What follows belongs to an exercise in optimizing a design on an open flow for small area and a short achievable clock period; a production flow would make more cautious choices. Function was checked by simulation only, so behaviour that the tests miss may differ from the original. Power and IR drop assume default switching activity.

==> flow/design.v <==
package dq_pkg;
  localparam int FUNC_W = 3;
  localparam logic [FUNC_W-1:0] FUNC_PUSH_FRONT = 3'd0;
  localparam logic [FUNC_W-1:0] FUNC_PUSH_BACK  = 3'd1;
  localparam logic [FUNC_W-1:0] FUNC_POP_FRONT  = 3'd2;
  localparam logic [FUNC_W-1:0] FUNC_POP_BACK   = 3'd3;
  localparam logic [FUNC_W-1:0] FUNC_PEEK_FRONT = 3'd4;
  localparam logic [FUNC_W-1:0] FUNC_PEEK_BACK  = 3'd5;
  localparam logic [FUNC_W-1:0] FUNC_CLEAR      = 3'd6;
endpackage
module dq_cell #(
  parameter int DATA_WIDTH = 32
) (
  input  logic                  clk,
  input  logic                  we,
  input  logic [DATA_WIDTH-1:0] push_word,
  output logic [DATA_WIDTH-1:0] data
);
  always_ff @(posedge clk) begin
    if (we) begin
      data <= push_word;
    end
  end
endmodule
module double_ended_queue #(
  parameter int DEPTH      = 16,
  parameter int DATA_WIDTH = 32
) (
  input  logic clk,
  input  logic rst,
  input  logic s_tvalid,
  output logic s_tready,
  input  logic [((DATA_WIDTH+7)/8)*8-1:0] s_tdata,
  input  logic [dq_pkg::FUNC_W-1:0] s_tuser,
  output logic m_tvalid,
  input  logic m_tready,
  output logic [((DATA_WIDTH+3+$clog2(DEPTH+1)+7)/8)*8-1:0] m_tdata
);
  localparam int CNT_W     = $clog2(DEPTH + 1);
  localparam int RES_W     = DATA_WIDTH + 3 + CNT_W;
  localparam int M_TDATA_W = ((RES_W + 7) / 8) * 8;
  logic [dq_pkg::FUNC_W-1:0] func;
  logic                      accept;
  logic [CNT_W-1:0] count;
  logic [CNT_W-1:0] count_next;
  logic             empty;
  logic             full;
  logic [DEPTH-1:0] before_front;
  logic [DEPTH-1:0] after_back;
  logic [DEPTH-1:0] we;
  logic [DEPTH-1:0] rsel;
  logic             ok_q;
  logic [DATA_WIDTH-1:0] peek_q;
  logic             peek_front;
  logic             peek_back;
  logic [DATA_WIDTH-1:0] mem [DEPTH];
  logic [DATA_WIDTH-1:0] peek_word;
  assign func     = s_tuser;
  assign s_tready = !m_tvalid || m_tready;
  assign accept   = s_tvalid && s_tready;
  assign full = count[CNT_W-1];
  assign peek_front = (func == dq_pkg::FUNC_PEEK_FRONT) && !empty;
  assign peek_back  = (func == dq_pkg::FUNC_PEEK_BACK) && !empty;
  for (genvar i = 0; i < DEPTH; i++) begin : g_word
    assign we[i]   = !full && (before_front[i] || after_back[i]);
    assign rsel[i] = (peek_front && before_front[(i + DEPTH - 1) % DEPTH]) ||
                     (peek_back && after_back[(i + 1) % DEPTH]);
    dq_cell #(
      .DATA_WIDTH(DATA_WIDTH)
    ) u_cell (
      .clk      (clk),
      .we       (we[i]),
      .push_word(s_tdata[DATA_WIDTH-1:0]),
      .data     (mem[i])
    );
  end
  always_comb begin
    peek_word = '0;
    for (int i = 0; i < DEPTH; i++) begin
      peek_word = peek_word | (mem[i] & {DATA_WIDTH{rsel[i]}});
    end
  end
  always_comb begin
    count_next = count;
    case (func)
      dq_pkg::FUNC_PUSH_FRONT,
      dq_pkg::FUNC_PUSH_BACK:  if (!full) count_next = count + 1'b1;
      dq_pkg::FUNC_POP_FRONT,
      dq_pkg::FUNC_POP_BACK:   if (!empty) count_next = count - 1'b1;
      dq_pkg::FUNC_CLEAR:      count_next = '0;
      default: ;
    endcase
  end
  function automatic logic [DEPTH-1:0] ring_up(input logic [DEPTH-1:0] r);
    ring_up = {r[DEPTH-2:0], r[DEPTH-1]};
  endfunction
  function automatic logic [DEPTH-1:0] ring_down(input logic [DEPTH-1:0] r);
    ring_down = {r[0], r[DEPTH-1:1]};
  endfunction
  always_ff @(posedge clk) begin
    if (rst) begin
      count        <= '0;
      empty        <= 1'b1;
      before_front <= DEPTH'(1) << (DEPTH - 1);
      after_back   <= DEPTH'(1);
      m_tvalid     <= 1'b0;
    end else begin
      if (accept) begin
        count <= count_next;
        empty <= (count_next == '0);
        case (func)
          dq_pkg::FUNC_PUSH_FRONT: if (!full) before_front <= ring_down(before_front);
          dq_pkg::FUNC_PUSH_BACK:  if (!full) after_back <= ring_up(after_back);
          dq_pkg::FUNC_POP_FRONT:  if (!empty) before_front <= ring_up(before_front);
          dq_pkg::FUNC_POP_BACK:   if (!empty) after_back <= ring_down(after_back);
          dq_pkg::FUNC_CLEAR:      after_back <= ring_up(before_front);
          default: ;
        endcase
      end
      if (accept) begin
        m_tvalid <= 1'b1;
      end else if (m_tready) begin
        m_tvalid <= 1'b0;
      end
    end
  end
  always_ff @(posedge clk) begin
    if (s_tready) begin
      case (func)
        dq_pkg::FUNC_PUSH_FRONT,
        dq_pkg::FUNC_PUSH_BACK:  ok_q <= !full;
        dq_pkg::FUNC_POP_FRONT,
        dq_pkg::FUNC_POP_BACK,
        dq_pkg::FUNC_PEEK_FRONT,
        dq_pkg::FUNC_PEEK_BACK,
        dq_pkg::FUNC_CLEAR:      ok_q <= !empty;
        default:                 ok_q <= 1'b0;
      endcase
      peek_q <= peek_word;
    end
  end
  assign m_tdata = M_TDATA_W'({count, full, empty, peek_q, ok_q});
endmodule
export LEC_CHECK = 0
export CAP_MARGIN = 0
export CORE_MARGIN = 2
export CORE_UTILIZATION = 30
export CTS_BUF_LIST = sky130_fd_sc_hd__clkbuf_8
export CTS_CLUSTER_DIAMETER = 45
export CTS_CLUSTER_SIZE = 16
export SETUP_SLACK_MARGIN = 2.27
export SLEW_MARGIN = 0
create_clock -name core_clock -period 4.5 [get_ports {clk}]
standard.sh (not shown) runs the stock make flow with config.mk's settings and CLKGATE_MAP_FILE= SYNTH_SCRIPT=/design/flow/synth_recipe.tcl, a recipe that flattens the netlist after the stock synthesis.
==> flow/flow/run.sh <==
#!/bin/bash
cp standard.sh standard_sh.txt
export BUFFER_PORTS_ARGS="-buffer_cell sky130_fd_sc_hd__buf_2"
bash standard.sh > standard.log 2>&1
Change:
--- a/flow/design.v
+++ b/flow/design.v
@@ -49,39 +49,39 @@
   logic [DEPTH-1:0] after_back;
   logic [DEPTH-1:0] we;
   logic [DEPTH-1:0] rsel;
   logic             ok_q;
   logic [DATA_WIDTH-1:0] peek_q;
-  logic             peek_front;
-  logic             peek_back;
+  logic             is_peek;
+  logic [DATA_WIDTH-1:0] end_word;
   logic [DATA_WIDTH-1:0] mem [DEPTH];
   logic [DATA_WIDTH-1:0] peek_word;
   assign func     = s_tuser;
   assign s_tready = !m_tvalid || m_tready;
   assign accept   = s_tvalid && s_tready;
   assign full = count[CNT_W-1];
-  assign peek_front = (func == dq_pkg::FUNC_PEEK_FRONT) && !empty;
-  assign peek_back  = (func == dq_pkg::FUNC_PEEK_BACK) && !empty;
+  assign is_peek = (func[dq_pkg::FUNC_W-1:1] == dq_pkg::FUNC_PEEK_FRONT[dq_pkg::FUNC_W-1:1]) && !empty;
   for (genvar i = 0; i < DEPTH; i++) begin : g_word
     assign we[i]   = !full && (before_front[i] || after_back[i]);
-    assign rsel[i] = (peek_front && before_front[(i + DEPTH - 1) % DEPTH]) ||
-                     (peek_back && after_back[(i + 1) % DEPTH]);
+    assign rsel[i] = func[0] ? after_back[(i + 1) % DEPTH]
+                             : before_front[(i + DEPTH - 1) % DEPTH];
     dq_cell #(
       .DATA_WIDTH(DATA_WIDTH)
     ) u_cell (
       .clk      (clk),
       .we       (we[i]),
       .push_word(s_tdata[DATA_WIDTH-1:0]),
       .data     (mem[i])
     );
   end
   always_comb begin
-    peek_word = '0;
+    end_word = '0;
     for (int i = 0; i < DEPTH; i++) begin
-      peek_word = peek_word | (mem[i] & {DATA_WIDTH{rsel[i]}});
+      end_word = end_word | (mem[i] & {DATA_WIDTH{rsel[i]}});
     end
   end
+  assign peek_word = end_word & {DATA_WIDTH{is_peek}};
   always_comb begin
     count_next = count;
     case (func)
       dq_pkg::FUNC_PUSH_FRONT,
       dq_pkg::FUNC_PUSH_BACK:  if (!full) count_next = count + 1'b1;
- global-route usage falls by 1.1 points
- setup slack gets better by 0.036 ns
- sequential share of layout area rises by 3.1 points
- clock power rises by about 6%
- fmax rises by 1.6%
- worst hold slack gets worse by 0.028 ns
- sequential power rises by about 3%
- first-iteration DRC count falls by 16%

port drivers added, routing unchanged:
How much do the figures lean on ideal ports? The routed layouts below were timed once more, with nothing changed but the port constraints.
Step 1 assumes that a clkbuf_16 drives the clock port and a buf_2 every other input.
Step 2 moves the port delays by t, midway between the first and last clock arrival at a register: inputs arrive t later, outputs are due t later. That takes back most of the time a late clock gives input paths.
Three values: no drivers, after step 1, after step 2; two values: the first two.
run | t, ns | setup slack, ns | worst setup path after step 2 | worst data-port slew with drivers (ns) | cell pins on the clock port's net
the first run | 0.748 | 2.218 / 2.165 / 1.449 | input to register | 0.18 | 1
the second run | 0.733 | 2.254 / 2.214 / 1.559 | input to register | 0.09 | 1
After both steps setup and hold are still met in every run listed. The setup slack of the first run, which loses most, moves by -0.053 ns with the drivers and by -0.769 ns with both steps.
